Context: an optimization exercise on an open-source flow, tuned for small area, a short achievable clock period and few clock cycles per item. The choices shown serve that exercise and are no tape-out recipe.
Only simulation tests tie the RTL to the original design; equivalence was not proved.

==> flow/design.v (outline; a module is shown in full before it is edited, if it fits) <==
// module cmplx_mult_stream: 3124 lines
module cmplx_mult_stream #(
  parameter int W     = 16,
  parameter int FRAC  = 15,
  parameter int FRAME = 16,
  parameter int ROUND = 1
) (
  input  logic                    clk,
  input  logic                    rst_n,
  input  logic                    clear,
  output logic                    ovf,
  input  logic                    in_valid,
  output logic                    in_ready,
  input  logic signed [W-1:0]     a_re,
  input  logic signed [W-1:0]     a_im,
  input  logic signed [W-1:0]     b_re,
  input  logic signed [W-1:0]     b_im,
  input  logic                    conj_b,
  output logic                    out_valid,
  input  logic                    out_ready,
  output logic signed [W-1:0]     p_re,
  output logic signed [W-1:0]     p_im,
  output logic [$clog2(FRAME)-1:0] p_idx,
  output logic                    p_last
);
  // ...
==> flow/flow/run.sh <==
#!/bin/bash
# Standard ORFS layout, with one extra step between synthesis and floorplan:
# flow/fapol.py re-chooses the polarity of each full adder (a full adder is
# self-dual) and of each xor/xnor gate to remove the inverters that synthesis
# leaves between them. Registers are not touched.
set -euo pipefail
W=$PWD
R=$W/orfs/results/sky130hd/cmplx_mult_stream/base
# 1. the standard synthesis, unchanged
bash standard.sh "$R/1_2_yosys.v" > synth.log 2>&1
# 2. inverter clean-up on the synthesized netlist
cp "$R/1_2_yosys.v" "$W/1_2_yosys_standard.v"
python3 flow/fapol.py "$W/1_2_yosys_standard.v" "$R/1_2_yosys.v" > fapol.log 2>&1
# 3. the rest of the standard flow; the port buffers are plain buf_1 cells
#    (repair_timing resizes them where timing needs it)
BUFFER_PORTS_ARGS="-buffer_cell sky130_fd_sc_hd__buf_1" bash standard.sh > layout.log 2>&1
==> flow/flow/fapol.py <==
#!/usr/bin/env python3
"""Polarity clean-up of full adders in a mapped sky130 netlist.

A full adder is self-dual: FA(~a,~b,~c) = (~sum, ~cout). Synthesis leaves many
inverters between full-adder cells. This pass chooses, for each full adder,
whether it computes on true or on inverted signals, so that as few inverters as
possible are needed, then rewires the netlist. Registers and all other cells are
left as they are; every inverter it adds or keeps is a plain inv_1.

usage: fapol.py in.v out.v
"""
import re, sys, random

src, dst = sys.argv[1], sys.argv[2]
lines = open(src).read().split('\n')

# ---- parse ----
head, insts, tail = [], [], []
i = 0
inst_re = re.compile(r'^  (sky130_fd_sc_hd__\w+) (.+?) \($')
pin_re = re.compile(r'^    \.(\w+)\((.*)\),?$')
ports = set()
state = 'head'
while i < len(lines):
    l = lines[i]
    m = inst_re.match(l)
    if m:
        state = 'inst'
        typ, name = m.group(1), m.group(2)
        pins = []
        i += 1
        while not lines[i].startswith('  );'):
            pm = pin_re.match(lines[i])
            assert pm, lines[i]
            pins.append([pm.group(1), pm.group(2)])
            i += 1
        insts.append({'type': typ, 'name': name, 'pins': pins})
        i += 1
        continue
    if state == 'head':
        head.append(l)
        pm = re.match(r'^\s*(input|output)\s+(\[(\d+):(\d+)\]\s+)?(\S+);', l)
        if pm:
            nm = pm.group(5)
            if pm.group(2):
                hi, lo = int(pm.group(3)), int(pm.group(4))
                for b in range(min(hi, lo), max(hi, lo) + 1):
                    ports.add(f'{nm}[{b}]')
            else:
                ports.add(nm)
    else:
        tail.append(l)
    i += 1
assert any(l.strip() == 'endmodule' for l in tail)
for l in tail:
    assert l.strip() in ('', 'endmodule') or l.strip().startswith('assign') is False, l

OUTPINS = {'X', 'Y', 'Q', 'Q_N', 'SUM', 'COUT', 'HI', 'LO'}
def is_inv(t): return re.fullmatch(r'sky130_fd_sc_hd__inv_\d+', t) is not None
def is_fa(t): return re.fullmatch(r'sky130_fd_sc_hd__fa_\d+', t) is not None
def is_xor(t): return re.fullmatch(r'sky130_fd_sc_hd__x(n?)or2_\d+', t) is not None

driver = {}
for k, ins in enumerate(insts):
    for p, n in ins['pins']:
        if p in OUTPINS:
            assert n not in driver
            driver[n] = (k, p)

removable = set()
for k, ins in enumerate(insts):
    if is_inv(ins['type']):
        pd = dict(ins['pins'])
        if pd['Y'] not in ports and pd['A'] not in ('1\'h0', '1\'h1'):
            removable.add(k)

def base(n):
    par = 0
    seen = 0
    while n in driver and driver[n][0] in removable:
        k = driver[n][0]
        n = dict(insts[k]['pins'])['A']
        par ^= 1
        seen += 1
        assert seen < 100
    return n, par

# loads: list of (inst k, pin index, base net, parity)
loads = []
for k, ins in enumerate(insts):
    if k in removable:
        continue
    for j, (p, n) in enumerate(ins['pins']):
        if p in OUTPINS:
            continue
        b, q = base(n)
        loads.append((k, j, b, q))

fas = [k for k, ins in enumerate(insts) if is_fa(ins['type'])]
xors = [k for k, ins in enumerate(insts) if is_xor(ins['type'])]
x = {k: 0 for k in fas + xors}
xorset = set(xors)
fixed = set()
for k in fas + xors:
    for p, n in insts[k]['pins']:
        if p in OUTPINS and n in ports:
            fixed.add(k)

loads_by_base = {}
for ld in loads:
    loads_by_base.setdefault(ld[2], []).append(ld)
fa_in_bases = {k: set() for k in fas + xors}
for ld in loads:
    if ld[0] in x:
        fa_in_bases[ld[0]].add(ld[2])
fa_out_bases = {k: [n for p, n in insts[k]['pins'] if p in OUTPINS] for k in fas + xors}

def phys(b):
    if b in driver:
        k = driver[b][0]
        if k in x:
            return x[k]
    return 0

def need(ld):
    k, j, b, q = ld
    return q ^ (x[k] if k in x else 0)

def cost(b):
    p = phys(b)
    return 1 if any(ld[0] not in xorset and need(ld) != p for ld in loads_by_base.get(b, [])) else 0

total0 = sum(cost(b) for b in loads_by_base)
def affected(k):
    return fa_in_bases[k] | set(fa_out_bases[k])

improved = True
passes = 0
while improved and passes < 50:
    improved = False
    passes += 1
    order = fas + xors
    for k in order:
        if k in fixed:
            continue
        aff = affected(k)
        before = sum(cost(b) for b in aff)
        x[k] ^= 1
        after = sum(cost(b) for b in aff)
        if after < before:
            improved = True
        else:
            x[k] ^= 1
# simulated annealing on top of the greedy result (deterministic seed)
import math
rng = random.Random(1)
cur = sum(cost(b) for b in loads_by_base)
best = cur
bestx = dict(x)
free = [k for k in fas + xors if k not in fixed]
T0, T1, steps = 2.0, 0.05, 400000
for s_ in range(steps):
    T = T0 * (T1 / T0) ** (s_ / steps)
    k = free[rng.randrange(len(free))]
    aff = affected(k)
    before = sum(cost(b) for b in aff)
    x[k] ^= 1
    after = sum(cost(b) for b in aff)
    d = after - before
    if d <= 0 or rng.random() < math.exp(-d / T):
        cur += d
        if cur < best:
            best = cur
            bestx = dict(x)
    else:
        x[k] ^= 1
x = bestx
total1 = sum(cost(b) for b in loads_by_base)

# ---- rewrite ----
newinv = {}
extra_wires = []
extra_insts = []
def inv_net(b):
    if b not in newinv:
        idx = len(newinv)
        n = f'fapol_n{idx}'
        newinv[b] = n
        extra_wires.append(f'  wire {n};')
        extra_insts.append({'type': 'sky130_fd_sc_hd__inv_1', 'name': f'fapol_inv{idx}',
                            'pins': [['A', b], ['Y', n]]})
    return newinv[b]

xor_c = {}
for k in xors:
    xor_c[k] = x[k] ^ (1 if 'xnor' in insts[k]['type'] else 0)
for ld in loads:
    k, j, b, q = ld
    if k in xorset:
        insts[k]['pins'][j][1] = b
        xor_c[k] ^= q ^ phys(b)
        continue
    if need(ld) == phys(b):
        insts[k]['pins'][j][1] = b
    else:
        insts[k]['pins'][j][1] = inv_net(b)

nswap = 0
for k in xors:
    t = insts[k]['type']
    drive = t.rsplit('_', 1)[1]
    nt = f'sky130_fd_sc_hd__{"xnor2" if xor_c[k] else "xor2"}_{drive}'
    if nt != t:
        nswap += 1
    insts[k]['type'] = nt
    outpin = 'Y' if xor_c[k] else 'X'   # xnor2 drives Y, xor2 drives X
    for pp in insts[k]['pins']:
        if pp[0] in ('X', 'Y'):
            pp[0] = outpin
out = []
for l in head:
    out.append(l)
out.extend(extra_wires)
for k, ins in enumerate(insts + extra_insts):
    if k < len(insts) and k in removable:
        continue
    out.append(f"  {ins['type']} {ins['name']} (")
    ps = ins['pins']
    for j, (p, n) in enumerate(ps):
        out.append(f"    .{p}({n})" + (',' if j < len(ps) - 1 else ''))
    out.append('  );')
out.extend(tail)
open(dst, 'w').write('\n'.join(out))
nflip = sum(x[k] for k in fas)
print(f'fapol: {len(fas)} full adders, {nflip} flipped; {len(xors)} xor/xnor gates, {nswap} swapped; inverters {len(removable)} -> {len(newinv)} '
      f'(cost estimate {total0} -> {total1}, {passes} passes)')
==> flow/standard.sh <==
#!/bin/bash
# synth_recipe.tcl (not shown) runs the flow's synth.tcl, then flattens the netlist and writes it again
# the make line also repeats each setting of config.mk as NAME=value (left out here)
make -C /OpenROAD-flow-scripts/flow DESIGN_CONFIG=/design/flow/config.mk WORK_HOME=/design/flow/orfs CLKGATE_MAP_FILE= SYNTH_SCRIPT=/design/flow/synth_recipe.tcl "${@:-finish}"
==> flow/config.mk <==
export PLATFORM = sky130hd
export DESIGN_NAME = cmplx_mult_stream
export DESIGN_NICKNAME = cmplx_mult_stream
export VERILOG_FILES = /design/flow/design.v
export SDC_FILE = /design/flow/constraint.sdc
export NUM_CORES = 4
export LEC_CHECK = 0
export CAP_MARGIN = 20
export CORE_MARGIN = 2
export CORE_UTILIZATION = 40
export CTS_BUF_LIST = sky130_fd_sc_hd__clkbuf_4 sky130_fd_sc_hd__clkbuf_8
export SETUP_SLACK_MARGIN = 5
export SLEW_MARGIN = 20
export TNS_END_PERCENT = 10
==> flow/constraint.sdc <==
create_clock -name core_clock -period 8.5 [get_ports {clk}]
set_input_delay 1.7000 -clock core_clock [delete_from_list [all_inputs] [get_ports {clk}]]
set_output_delay 1.7000 -clock core_clock [all_outputs]
set_load 0.01 [all_outputs]
==> flow_metrics.tcl, run 1 <==
set metrics [dict create \
    status "complete, no violations" \
    drt-total-wl_microns 110000 \
    grtUsageMet3_pct 7.328 \
    nFlopsAndLatches 284 \
    hold_end "idx_r[1]" \
    clock_path_buffers 3 \
    seqCellArea_sq_um 8504 \
    finish.instance_area_sq_um 36190 \
    fin_skew_ps 66.92 \
    holdWs_ps 436.2 \
    dr_wl_met3_microns 12470 \
    layout-area-overhead-vs-synth_pct 14.47 \
    worstPathRequired_ps 8870 \
    start_util_pct 40.22 \
    nMultiInputCombCells 2062 \
    final_antenna_net_count 0 \
    clk_pin_slew_ps 60 \
    cp-start-kind "register" \
    post-place-ws_ps 3944 \
    wirelength_met1_microns 41490 \
    cts_root_buf "clkbuf_8" \
    hpwlAfterDp_microns 64570 \
    gp_congestion 0.8795 \
    drc 0 \
    crit_chain "buf_6, buf_8, a22oi_1, xnor2_1, fa_1, fa_1, fa_1, fa_1, fa_1" \
    slew_viol_final 0 \
    synth_nets 3338 \
    crit_slowest_cell "fa_1" \
    die_area_sq_um 81310 \
    syn_area_sq_um 31620 \
    final_nets 3391 \
]
Testbench counts, summed over its fixed seeds: cycles 16,024, items 16,000.
==> run 2: changes to the inputs <==
--- a/flow/config.mk
+++ b/flow/config.mk
@@ -11,4 +11,4 @@
 export CTS_BUF_LIST = sky130_fd_sc_hd__clkbuf_4 sky130_fd_sc_hd__clkbuf_8
 export SETUP_SLACK_MARGIN = 5
 export SLEW_MARGIN = 20
-export TNS_END_PERCENT = 10
+export TNS_END_PERCENT = 0
==> run 2 against run 1 <==
Still clean on timing, DRC and antenna. Via count fell by 0.89%. Worst setup slack improved by 31 ps. Final cell count fell by 1.1%. Sequential share of layout area rose by 0.59 points. Die area did not move.
==> flow_metrics.tcl, run 2 <==
set metrics [dict create \
    drc 0 \
    drt-total-wl_microns 107600 \
    layout-area-overhead-vs-synth_pct 11.65 \
    cp_top_family "adder cells" \
    place_area_sq_um 32980 \
    setup_ws_ps 4533 \
    rrSetupSlack_ps 4530 \
    grt_pass1_wl_microns 162300 \
    start_util_pct 40.22 \
    utilization_pct 44.91 \
    antenna_found_initial 3 \
    slew_viol_final 0 \
    hold_class "reg2reg" \
    path_class "reg2reg" \
    gp_congestion 0.9112 \
    grt_max_degree 154 \
    drtIter0Drc 2998 \
    grt-ovfl-total 0 \
    cts_sinks 284 \
    core_area_sq_um 78610 \
    grtUsageTotal_pct 26.48 \
    clk_pin_slew_ps 60 \
    post-place-ws_ps 4077 \
    dr_total_vias 23780 \
    max_slew_margin_pct 29.98 \
    row_count 103 \
    hold_end "idx_r[1]" \
    fmax_mhz 252.1 \
    synth_nets 3338 \
    port_buffers 109 \
    path_max_fanout 34 \
    cts_root_buf "clkbuf_8" \
    min_period_over_period_pct 46.68 \
    tns_ps 0 \
    worst_pin_slew_ps 1050 \
    met2WireLength_microns 47360 \
    r2r_cells 8 \
    dr_wl_met3_microns 12580 \
    fin_skew_ps 29.51 \
    fin_crit_ps 3967 \
    cp-start-kind "register" \
    crit_chain "buf_6, a22oi_1, xnor2_1, fa_1, fa_1, fa_1, fa_1, fa_1" \
    slowest_delay_ps 600 \
    wirelength_met1_microns 40880 \
    r2r_end "r5_1617" \
    die-height_microns 285.2 \
    startpoint "bi_one[4]" \
    final_antenna_net_count 0 \
    r2r-start "bi_one[4]" \
    final_common_cell "a22oi_1" \
    via_per_inst 6.253 \
    arrival_ps 4370 \
    cap_violations 0 \
    cts_buffers 52 \
    clock_latency_ps 670 \
    final_cell_mix "459 x a22oi_1, 431 x fa_1, 387 x xnor2_1" \
    hold_viol 0 \
    min_path_cells 0 \
    setup-violations-final 0 \
    htreeDepth 2 \
    finish.instance_area_sq_um 35300 \
    die_area_sq_um 81310 \
    final_nets 3350 \
    crit_path_end_kind "register" \
    crit_buf_inv 1 \
    wl_per_cell_microns 28.29 \
    drive_above_1_share_pct 10.25 \
    rsz0062_at_grt "yes" \
    syn_avg_cell_area_sq_um 11.71 \
    holdWs_ps 422.4 \
    hpwlAfterDp_microns 64530 \
    die_w_microns 285.2 \
    status "complete, no violations" \
    first_pass_iters 7 \
    clock_path_buffers 3 \
    highest_layer "met5" \
    cts_tree "built" \
    crit_slowest_cell "fa_1" \
    synth_warnings 2 \
    syn_area_sq_um 31620 \
    syn_inst 2700 \
    critPathMostFrequentCell "fa_1" \
    hold_start "idx_r[0]" \
    grt_pass1_vias 25810 \
    worstPathRequired_ps 8900 \
    ios 110 \
]
==> run 2: timing repair <==
action / in CTS / in global routing
buffers inserted: 30 / 2
gates cloned: 6 / 1
endpoints found under the setup margin: 238 / 255
pin swaps: 23 / 20
hold buffers: 0 / 0
resized for setup: 149 / 54
==> run 2: how the worst max path moves through the flow <==
stage | endpoint | cells after the start
after detailed placement | r5_1549 | 8
after floorplan | in_ready | 1
after CTS | in_ready | 3
final | r5_1617 | 8
after global routing | r5_1617 | 8
after global placement | r5_1613 | 7
==> run 2: worst register-to-register path, stage by stage (launching register included) <==
cell and delay (ps):
edfxtp_1 340, buf_6 400, a22oi_1 200, xnor2_1 200, fa_1 470, fa_1 560, fa_1 600, fa_1 450
fa_1 480
==> run 2: per-stage QoR <==
step,instances
after global routing,3803
after detailed placement,3669
after CTS,3799
after global placement,3668
after floorplan,2700
final,3803
==> run 2: layer usage <==
layer | track usage (%) | vias to the layer above
met4 | 14.55 | 4
met2 | 40.16 | 1800
met1 | 34.15 | 11930
met5 | 0 | -
met3 | 7.632 | 482
li1 | - | 9565
==> run 2: cell type report <==
| cell class | count | area, sq um |
|---|---|---|
| flip-flops and latches | 284 | 8504 |
| well taps | 1050 | 1314 |
| diodes | 1 | 2.502 |
| repair buffers | 235 | 2090 |
| fillers | 7216 | 43310 |
| clock buffers | 65 | 813.3 |
| clock inverters | 29 | 302.8 |
| multi-input cells | 2062 | 21980 |
| inverters | 77 | 296.5 |
==> run 3: changes to the inputs <==
--- a/flow/config.mk
+++ b/flow/config.mk
@@ -7,8 +7,9 @@
 export LEC_CHECK = 0
 export CAP_MARGIN = 20
 export CORE_MARGIN = 2
-export CORE_UTILIZATION = 40
+export CORE_UTILIZATION = 50
 export CTS_BUF_LIST = sky130_fd_sc_hd__clkbuf_4 sky130_fd_sc_hd__clkbuf_8
+export PLACE_DENSITY = 0.62
 export SETUP_SLACK_MARGIN = 5
 export SLEW_MARGIN = 20
 export TNS_END_PERCENT = 0
==> run 3 against run 2 <==
Register-to-register slack lost 20 ps. Clock-buffer cell count shrank 4. Die area shrank 20%. Routed wire length shrank 6.6%. Sequential share of layout area grew 0.34 points. Global-route usage grew 4.2 points. Cell area shrank 1.4%. Hold slack lost 5.1 ps.
==> flow_metrics.tcl, run 3 <==
set metrics [dict create \
    status "complete, no violations" \
    rsz0062_at_grt "yes" \
    layout-area-overhead-vs-synth_pct 10.11 \
    path_class "reg2reg" \
    syn_inst 2700 \
    antenna_found_initial 2 \
    tns_ps 0 \
    crit_slowest_cell "fa_1" \
    syn_area_sq_um 31620 \
    clock_path_buffers 3 \
    grt_max_degree 73 \
    clock_latency_ps 660 \
    dr_total_vias 23480 \
    fin_skew_ps 47.47 \
    max_slew_margin_pct 38.50 \
    arrival_ps 4380 \
    worstPathRequired_ps 8900 \
    multi_input_comb_area_sq_um 21920 \
    synth_warnings 2 \
    crit_path_end_kind "register" \
    grt_pass1_wl_microns 152600 \
    worst_pin_slew_ps 922.5 \
    cts_sinks 284 \
    die_w_microns 255.5 \
    start_util_pct 50.31 \
    htreeDepth 2 \
    hold_buffers 0 \
    drc 0 \
    first_pass_iters 7 \
    cap_violations 0 \
    cp-start-kind "register" \
    final_nets 3354 \
    critPathMostFrequentCell "fa_1" \
    crit_buf_inv 3 \
    gp_congestion 0.8915 \
    core_area_sq_um 62850 \
    hpwlAfterDp_microns 63040 \
    final_common_cell "a22oi_1" \
    syn_avg_cell_area_sq_um 11.71 \
    synth_nets 3338 \
    fmax_mhz 250.9 \
    cts_tree "built" \
    seqCellArea_sq_um 8504 \
    slew_viol_final 0 \
    fin_crit_ps 3985 \
    row_count 92 \
    ios 110 \
    wl_per_cell_microns 27.91 \
    drive_above_1_share_pct 9.564 \
    fillers 5413 \
    slowest_delay_ps 560 \
    hold_viol 0 \
    grt-ovfl-total 0 \
    grtUsageTotal_pct 30.68 \
    clk_pin_slew_ps 60 \
    hold_class "reg2reg" \
    path_max_fanout 7 \
    setup-violations-final 0 \
    cts_buffers 51 \
    port_buffers 109 \
    min_period_over_period_pct 46.89 \
    final_antenna_net_count 0 \
    die_area_sq_um 65260 \
    drt-total-wl_microns 100400 \
    die-height_microns 255.5 \
    grt_pass1_vias 24700 \
    via_per_inst 6.526 \
    drtIter0Drc 2798 \
    final_cell_mix "467 x a22oi_1, 431 x fa_1, 390 x xnor2_1" \
    crit_chain "buf_6, buf_12, buf_12, a22oi_2, xor2_1, fa_1, fa_1, fa_1, fa_2, fa_1" \
    cts_root_buf "clkbuf_8" \
    cp_top_family "adder cells" \
]
-- run 3: per-stage QoR --
step	setup WS (ps)	std cells	hold WS, ps	utilization [%]	cell area [sq um]
detailed placement	3906	3461	405.7	51.97	32660
finish	4515	3598	417.3	55.40	34820
global placement	4057	3461	403.8	51.97	32660
CTS	4566	3589	418.8	54.98	34560
global route	4443	3598	440.7	55.40	34820
floorplan	3139	2700	400.3	-	31630
-- run 3: worst paths after layout --
check | slack, ps | end | from | depth (start not counted)
min reg2reg | 420 | idx_r[1] | idx_r[0] | 0
max | 4510 | r5_1540 | ai[11] | 10
max in group asynchronous | 7350 | pend | rst_n | 1
min in group asynchronous | 880 | vld[1] | rst_n | 1
max reg2reg | 4510 | r5_1540 | ai[11] | 10
min | 420 | idx_r[1] | idx_r[0] | 0
-- run 3: worst register-to-register path: stages (launching register included) --
cell and delay (ps):
edfxtp_1 450, buf_6 170, buf_12 130, buf_12 140, a22oi_2 200, xor2_1 220, fa_1 430, fa_1 560
fa_1 470, fa_2 560, fa_1 400
-- run 3: timing repair --
action	in CTS	in global routing
setup endpoints to repair	200	223
cloned	5	1
buffers inserted	36	6
pin swaps	27	35
gates resized for setup	113	49
-- run 3: cell type report --
cell class | instances | area share [%]
flip-flops and latches | 284 | 24.43
inverters | 77 | 0.8733
well taps | 846 | 3.040
repair buffers | 240 | 5.772
clock inverters | 26 | 0.6792
diodes | 2 | 0.01438
clock buffers | 61 | 2.232
multi-input cells | 2062 | 62.96
-- run 3: metal layers --
layer | global-route usage (%) | share of wire [%] | wire length (microns)
met1 | 41.11 | 38 | 38280
met2 | 45.80 | 44 | 44010
met3 | 7.113 | 11 | 11280
met4 | 17.92 | 6.8 | 6853
met5 | 0 | 0.011 | 11
==> run 4: changes to the inputs <==
--- a/flow/config.mk
+++ b/flow/config.mk
@@ -7,9 +7,8 @@
 export LEC_CHECK = 0
 export CAP_MARGIN = 20
 export CORE_MARGIN = 2
-export CORE_UTILIZATION = 50
+export CORE_UTILIZATION = 40
 export CTS_BUF_LIST = sky130_fd_sc_hd__clkbuf_4 sky130_fd_sc_hd__clkbuf_8
-export PLACE_DENSITY = 0.62
-export SETUP_SLACK_MARGIN = 5
+export SETUP_SLACK_MARGIN = 4.6
 export SLEW_MARGIN = 20
 export TNS_END_PERCENT = 0
==> run 4 against run 3 <==
Flip-flop and latch count did not move. Routed wire length rose by 7.0%. Core utilization decreased by 10 points. Hold slack better by 4.3 ps. Maximum frequency is 0.54% higher. Non-clock buffer count decreased by 8. Critical path type unchanged. Critical endpoint is now r5_1641. Largest cell class unchanged.
==> flow_metrics.tcl, run 4 <==
set metrics [dict create \
    status "complete, no violations" \
    path_class "reg2reg" \
    utilization_pct 44.91 \
    drc 0 \
    slew_viol_final 0 \
    fin_crit_ps 3964 \
    synth_warnings 2 \
    fmax_mhz 252.3 \
    die-height_microns 285.2 \
    final_antenna_net_count 0 \
    fin_skew_ps 29.47 \
    first_pass_iters 8 \
    fillers 7222 \
    clock_latency_ps 670 \
    grtUsageTotal_pct 26.38 \
    hold_class "reg2reg" \
    cts_tree "built" \
    cts_buffers 52 \
    port_buffers 109 \
    worst_pin_slew_ps 1057 \
    grt_pass1_wl_microns 161800 \
    setup-violations-final 0 \
    layout-area-overhead-vs-synth_pct 11.66 \
    slowest_delay_ps 570 \
    cts_root_buf "clkbuf_8" \
    die_area_sq_um 81310 \
    max_slew_margin_pct 29.55 \
    syn_inst 2700 \
    grt_pass1_vias 25780 \
    rrSetupSlack_ps 4540 \
    cp-start-kind "register" \
    final_nets 3347 \
    post-place-ws_ps 4077 \
    dr_total_vias 23740 \
    worstPathRequired_ps 8880 \
    wl_per_cell_microns 28.27 \
    crit_chain "buf_6, buf_4, a22oi_2, xnor2_2, fa_1, fa_1, fa_1, fa_1, fa_1" \
    clk_pin_slew_ps 60 \
    syn_area_sq_um 31620 \
    grt_max_degree 154 \
    gp_congestion 0.9112 \
    die_w_microns 285.2 \
    dpl.cell_count 3669 \
    rsz0062_at_grt "yes" \
    ios 110 \
    row_count 103 \
    htreeDepth 2 \
    antenna_found_initial 2 \
    path_max_fanout 5 \
    setup_ws_ps 4536 \
    cap_violations 0 \
    clock_path_buffers 3 \
    start_util_pct 40.22 \
    drive_above_1_share_pct 10.48 \
    r2r_cells 9 \
    drtIter0Drc 3154 \
    via_per_inst 6.248 \
    fin_cells 3800 \
    core_area_sq_um 78610 \
    syn_avg_cell_area_sq_um 11.71 \
    min_path_cells 0 \
    final_common_cell "a22oi_1" \
    drt-total-wl_microns 107400 \
    crit_path_end_kind "register" \
    min_period_over_period_pct 46.63 \
    final_cell_mix "452 x a22oi_1, 432 x fa_1, 387 x xnor2_1" \
    hold_viol 0 \
    cts_sinks 284 \
    tns_ps 0 \
    crit_slowest_cell "fa_1" \
    grt-ovfl-total 0 \
    arrival_ps 4350 \
    hpwlAfterDp_microns 64530 \
    synth_nets 3338 \
    critPathMostFrequentCell "fa_1" \
]
[run 4: repair_timing]
action / CTS / global route
buffers inserted: 26 / 4
setup endpoints to repair: 93 / 88
gates resized for setup: 111 / 116
gates cloned: 4 / 2
pin swaps: 8 / 33
hold buffers: 0 / 0
[run 4: cell type report]
class	count	area [sq um]	share of cell area [%]
Timing Repair Buffer	232	2034	5.762
Antenna cell	1	2.502	0.007088
Sequential cell	284	8504	24.09
Inverter	77	296.5	0.8399
Clock buffer	65	813.3	2.304
Clock inverter	29	302.8	0.8576
Tap cell	1050	1314	3.721
Multi-Input combinational cell	2062	22040	62.42
[run 4: critical path, delay by kind of cell, from the launching register on]
family	cells	cell delay, ps
xor+xnor	1	150
fa+ha+maj	5	2440
buf+inv	2	370
flops	1	530
compound gates	1	200
[run 4: path summary, 6_finish.rpt]
check                      endpoint     start
min reg2reg                idx_r[1]  idx_r[0]
max reg2reg                 r5_1641    ai[11]
min                        idx_r[1]  idx_r[0]
min in group asynchronous    vld[1]     rst_n
max                         r5_1641    ai[11]
max in group asynchronous      pend     rst_n
[run 4: stage by stage]
stage               hold WS, ps  area [sq um]
floorplan                 400.3         31630
global placement          405.8         32950
detailed placement        408.3         32980
CTS                       422.5         34830
global route              431.6         35310
finish                    421.6         35310
[run 4: routing by layer]
layer / vias to the layer above / track usage [%] / share of wire (%)
met4: 2 / 14.63 / 5.9
met5: - / 0 / 0.015
met1: 11860 / 34.11 / 38
li1: 9558 / - / -
met2: 1838 / 39.97 / 44
met3: 482 / 7.416 / 12
==> run 5: changes to the inputs <==
--- a/flow/config.mk
+++ b/flow/config.mk
@@ -7,8 +7,9 @@
 export LEC_CHECK = 0
 export CAP_MARGIN = 20
 export CORE_MARGIN = 2
-export CORE_UTILIZATION = 40
+export CORE_UTILIZATION = 55
 export CTS_BUF_LIST = sky130_fd_sc_hd__clkbuf_4 sky130_fd_sc_hd__clkbuf_8
-export SETUP_SLACK_MARGIN = 4.6
+export PLACE_DENSITY = 0.66
+export SETUP_SLACK_MARGIN = 5
 export SLEW_MARGIN = 20
 export TNS_END_PERCENT = 0
==> run 5 against run 4 <==
Area after synthesis unchanged. Core utilization is 17 points higher. Non-clock buffer count grew 24. Critical path depth unchanged. Hold slack gained 0.97 ps. Critical path type unchanged.
==> flow_metrics.tcl, run 5 <==
set metrics [dict create \
    syn_inst 2700 \
    final_nets 3370 \
    grtUsageTotal_pct 33.94 \
    die-height_microns 243.8 \
    slew_viol_final 0 \
    port_buffers 109 \
    final_cell_mix "462 x a22oi_1, 427 x fa_1, 385 x xnor2_1" \
    grt-ovfl-total 0 \
    path_class "reg2reg" \
    dpl.cell_count 3372 \
    final_common_cell "a22oi_1" \
    arrival_ps 4370 \
    drc 0 \
    hold_viol 0 \
    antenna_found_initial 1 \
    row_count 87 \
    via_per_inst 6.756 \
    min_period_over_period_pct 46.96 \
    ios 110 \
    dr_total_vias 23840 \
    cap_violations 0 \
    fin_skew_ps 52.04 \
    synth_warnings 2 \
    hold_class "reg2reg" \
    tns_ps 0 \
    gp_congestion 0.9140 \
    crit_chain "buf_8, buf_4, a22oi_2, xnor2_2, fa_2, fa_1, fa_1, fa_1, fa_1" \
    cts_root_buf "clkbuf_8" \
    die_area_sq_um 59420 \
    post-place-ws_ps 3856 \
    drt-total-wl_microns 99370 \
    layout-area-overhead-vs-synth_pct 10.63 \
    clock_path_buffers 3 \
    fin_crit_ps 3991 \
    core_area_sq_um 56600 \
    drive_above_1_share_pct 11.00 \
    setup-violations-final 0 \
    fmax_mhz 250.5 \
    critPathMostFrequentCell "fa_1" \
    hpwlAfterDp_microns 62070 \
    worst_pin_slew_ps 948.5 \
    syn_avg_cell_area_sq_um 11.71 \
    htreeDepth 2 \
    synth_nets 3338 \
    holdWs_ps 422.6 \
    grt_max_degree 73 \
    max_slew_margin_pct 36.77 \
    drtIter0Drc 2931 \
    status "complete, no violations" \
    clk_pin_slew_ps 60 \
    cts_tree "built" \
    cts_sinks 284 \
    first_pass_iters 6 \
    fin_cells 3529 \
    setup_ws_ps 4509 \
    path_max_fanout 6 \
    cp-start-kind "register" \
    grt_pass1_vias 25380 \
    slowest_delay_ps 570 \
    crit_slowest_cell "fa_1" \
    syn_area_sq_um 31620 \
    grt_pass1_wl_microns 153000 \
    cts_buffers 52 \
    worstPathRequired_ps 8880 \
    hold_buffers 0 \
    crit_path_end_kind "register" \
    rsz0062_at_grt "yes" \
    start_util_pct 55.86 \
    die_w_microns 243.8 \
    wl_per_cell_microns 28.16 \
    final_antenna_net_count 0 \
    clock_latency_ps 680 \
]
[run 5: critical path, delay by kind of cell (launching register included)]
| kind | cells | cell delay [ps] |
|---|---|---|
| fa+ha+maj | 5 | 2450 |
| flops | 1 | 550 |
| buf+inv | 2 | 350 |
| compound gates | 1 | 220 |
| xor+xnor | 1 | 110 |
[run 5: layout make-up]
| class | instances | area [sq um] |
|---|---|---|
| timing repair buffer | 256 | 2125 |
| tap | 756 | 945.9 |
| clock buffer | 66 | 858.3 |
| inverter | 77 | 304.0 |
| multi-input combinational | 2061 | 21990 |
| fill | 4572 | 21620 |
| antenna | 1 | 2.502 |
| sequential | 284 | 8504 |
| clock inverter | 28 | 249.0 |
[run 5: repair_timing]
| item | CTS | global route |
|---|---|---|
| pin swaps | 50 | 29 |
| gates resized for setup | 137 | 48 |
| setup endpoints to repair | 132 | 170 |
| cloned | 4 | 0 |
| buffers inserted | 55 | 2 |
[run 5: stage by stage]
step / utilization (%) / instance area, sq um
after floorplan: - / 31630
after global placement: 57.50 / 32550
after detailed placement: 57.53 / 32570
after CTS: 61.43 / 34770
after global routing: 61.80 / 34980
final: 61.80 / 34980
[run 5: final timing paths]
| path | from | endpoint | slack (ps) | cells after the start |
|---|---|---|---|---|
| max in group asynchronous | rst_n | pend | 7330 | 1 |
| setup reg to reg | ai[11] | r5_1635 | 4510 | 9 |
| hold reg to reg | idx_r[0] | idx_r[1] | 420 | 0 |
| setup / recovery | ai[11] | r5_1635 | 4510 | 9 |
| hold / removal | idx_r[0] | idx_r[1] | 420 | 0 |
| min in group asynchronous | rst_n | ov | 900 | 1 |
[run 5: metal layers]
metal,track usage (%),share of wire (%)
met5,0,0
met4,19.53,6.8
met3,8.691,12
met1,44.76,37
met2,51.06,44
==> run 6: changes to the inputs <==
--- a/flow/config.mk
+++ b/flow/config.mk
@@ -7,9 +7,9 @@
 export LEC_CHECK = 0
 export CAP_MARGIN = 20
 export CORE_MARGIN = 2
-export CORE_UTILIZATION = 55
-export CTS_BUF_LIST = sky130_fd_sc_hd__clkbuf_4 sky130_fd_sc_hd__clkbuf_8
-export PLACE_DENSITY = 0.66
+export CORE_UTILIZATION = 50
+export CTS_BUF_LIST = sky130_fd_sc_hd__clkbuf_2 sky130_fd_sc_hd__clkbuf_4
+export PLACE_DENSITY = 0.62
 export SETUP_SLACK_MARGIN = 5
 export SLEW_MARGIN = 20
 export TNS_END_PERCENT = 0
==> run 6 against run 5 <==
Global-route usage down 3.1 points. Highest routed layer is now met5. Largest cell class unchanged. Non-clock buffer count is 5 higher. Clock-buffer cell count grew 40. Register-to-register slack gained 70 ps. Synthesized cell count unchanged.
==> flow_metrics.tcl, run 6 <==
set metrics [dict create \
    status "complete, no violations" \
    critPathMostFrequentCell "fa_1" \
    hold_start "idx_r[0]" \
    hold_viol 0 \
    max_slew_margin_pct 36.99 \
    rsz0062_at_grt "yes" \
    drtIter0Drc 2897 \
    final_nets 3404 \
    min_period_over_period_pct 46.19 \
    gp_congestion 0.8915 \
    r2r-start "ai[4]" \
    hpwlAfterDp_microns 63040 \
    worstPathRequired_ps 9080 \
    cts_sinks 284 \
    die-height_microns 255.5 \
    cp-start-kind "register" \
    fin_skew_ps 51.38 \
    grt_pass1_wl_microns 152900 \
    final_cell_mix "436 x a22oi_1, 427 x fa_1, 385 x xnor2_1" \
    row_count 92 \
    path_max_fanout 32 \
    post-place-ws_ps 3906 \
    tns_ps 0 \
    via_per_inst 6.476 \
    syn_avg_cell_area_sq_um 11.71 \
    dpl.cell_count 3461 \
    cts_root_buf "clkbuf_4" \
    worst_pin_slew_ps 935.2 \
    cts_buffers 80 \
    crit_chain "buf_8, a22oi_1, xnor2_1, fa_1, fa_1, fa_1, fa_1, fa_1" \
    core_area_sq_um 62850 \
    htreeDepth 3 \
    clk_pin_slew_ps 70 \
    crit_path_end_kind "register" \
    slew_viol_final 0 \
    start_util_pct 50.31 \
    fillers 5360 \
    crit_buf_inv 1 \
    antenna_found_initial 4 \
    clock_latency_ps 870 \
    wl_per_cell_microns 27.67 \
    synth_warnings 2 \
    cts_tree "built" \
    setup-violations-final 0 \
    drt-total-wl_microns 101700 \
    port_buffers 109 \
    syn_area_sq_um 31620 \
    setup_ws_ps 4574 \
    grt_pass1_vias 24870 \
    drc 0 \
    fin_cells 3676 \
    clock_path_buffers 3 \
    synth_nets 3338 \
    arrival_ps 4500 \
    slowest_delay_ps 600 \
    crit_slowest_cell "fa_1" \
    final_common_cell "a22oi_1" \
    syn_inst 2700 \
    ios 110 \
    dr_total_vias 23810 \
    hold_buffers 0 \
    fmax_mhz 254.7 \
    hold_class "reg2reg" \
    grtUsageTotal_pct 30.83 \
    cp_top_family "adder cells" \
    fin_crit_ps 3926 \
    layout-area-overhead-vs-synth_pct 12.20 \
    first_pass_iters 8 \
    final_antenna_net_count 0 \
    die_w_microns 255.5 \
    path_class "reg2reg" \
    die_area_sq_um 65260 \
    startpoint "ai[4]" \
    drive_above_1_share_pct 13.19 \
    cap_violations 0 \
    grt-ovfl-total 0 \
    grt_max_degree 73 \
]
## run 6: timing repair
action / 4_1_cts / 5_1_grt
resized for setup: 114 / 158
setup buffers: 38 / 20
pin swaps: 34 / 53
gates cloned: 7 / 4
setup endpoints to repair: 130 / 176
## run 6: layer usage
metal	track usage, %	vias to the layer above	part of all wire [%]
met5	0	-	0.025
met4	17.77	4	6.5
met3	7.937	432	11
met2	46.14	1671	44
met1	40.76	11970	38
li1	-	9725	-
## run 6: path summary, 6_finish.rpt
check | slack (ps) | end | cells past startpoint
worst max-delay path | 4570 | r5_1609 | 8
worst min-delay path | 430 | idx_r[1] | 0
worst max register to register | 4570 | r5_1609 | 8
worst min register to register | 430 | idx_r[1] | 0
max in group asynchronous | 7560 | pend | 1
min in group asynchronous | 670 | vld[1] | 1
## run 6: area by class of cell
class / instances / area, sq um / share of cell area [%]
repair buffers: 261 / 2432 / 6.856
clock buffers: 106 / 795.8 / 2.243
flip-flops and latches: 284 / 8504 / 23.97
well taps: 846 / 1059 / 2.984
inverters: 77 / 304.0 / 0.8570
multi-input cells: 2062 / 22150 / 62.43
diodes: 2 / 5.005 / 0.01411
clock inverters: 38 / 227.7 / 0.6419
## run 6: per-stage QoR
| stage | utilization (%) | cell area [sq um] | hold WS (ps) |
|---|---|---|---|
| finish | 56.45 | 35480 | 429.7 |
| global route | 56.45 | 35480 | 450.4 |
| CTS | 55.10 | 34630 | 431.6 |
| detailed placement | 51.97 | 32660 | 405.7 |
| global placement | 51.97 | 32660 | 403.8 |
| floorplan | - | 31630 | 400.3 |

## what the ideal ports hide
Ports are ideal in the flow. The routed layouts listed here were re-timed in OpenROAD. Step 1, drivers: a clkbuf_16 drives clk and a buf_2 each remaining input, both assumed. Step 2 also shifts input and output timing later by t, the mid clock arrival at the registers, as if the neighbouring blocks saw the same clock. Three values: ideal ports, drivers, drivers and shift; two values: the first two.
run	t (ns)	setup WS [ns]	hold slack, ns	latest minus earliest clock arrival (ns)
run 1	0.719	4.501 / 4.501 / 4.066	0.436 / 0.436 / 0.436	0.067 / 0.067
run 2	0.712	4.533 / 4.533 / 4.081	0.422 / 0.422 / 0.422	0.029 / 0.030
run 3	0.701	4.515 / 4.515 / 4.073	0.417 / 0.417 / 0.417	0.048 / 0.048
run 4	0.709	4.536 / 4.533 / 4.048	0.422 / 0.422 / 0.422	0.029 / 0.030
run 5	0.714	4.509 / 4.509 / 4.369	0.423 / 0.423 / 0.423	0.052 / 0.053
run 6	0.903	4.574 / 4.549 / 4.077	0.430 / 0.430 / 0.430	0.052 / 0.051
After both steps every run listed still meets setup and hold. The setup slack of run 6, which loses most, moves by -0.025 ns with the drivers and by -0.497 ns with both steps.
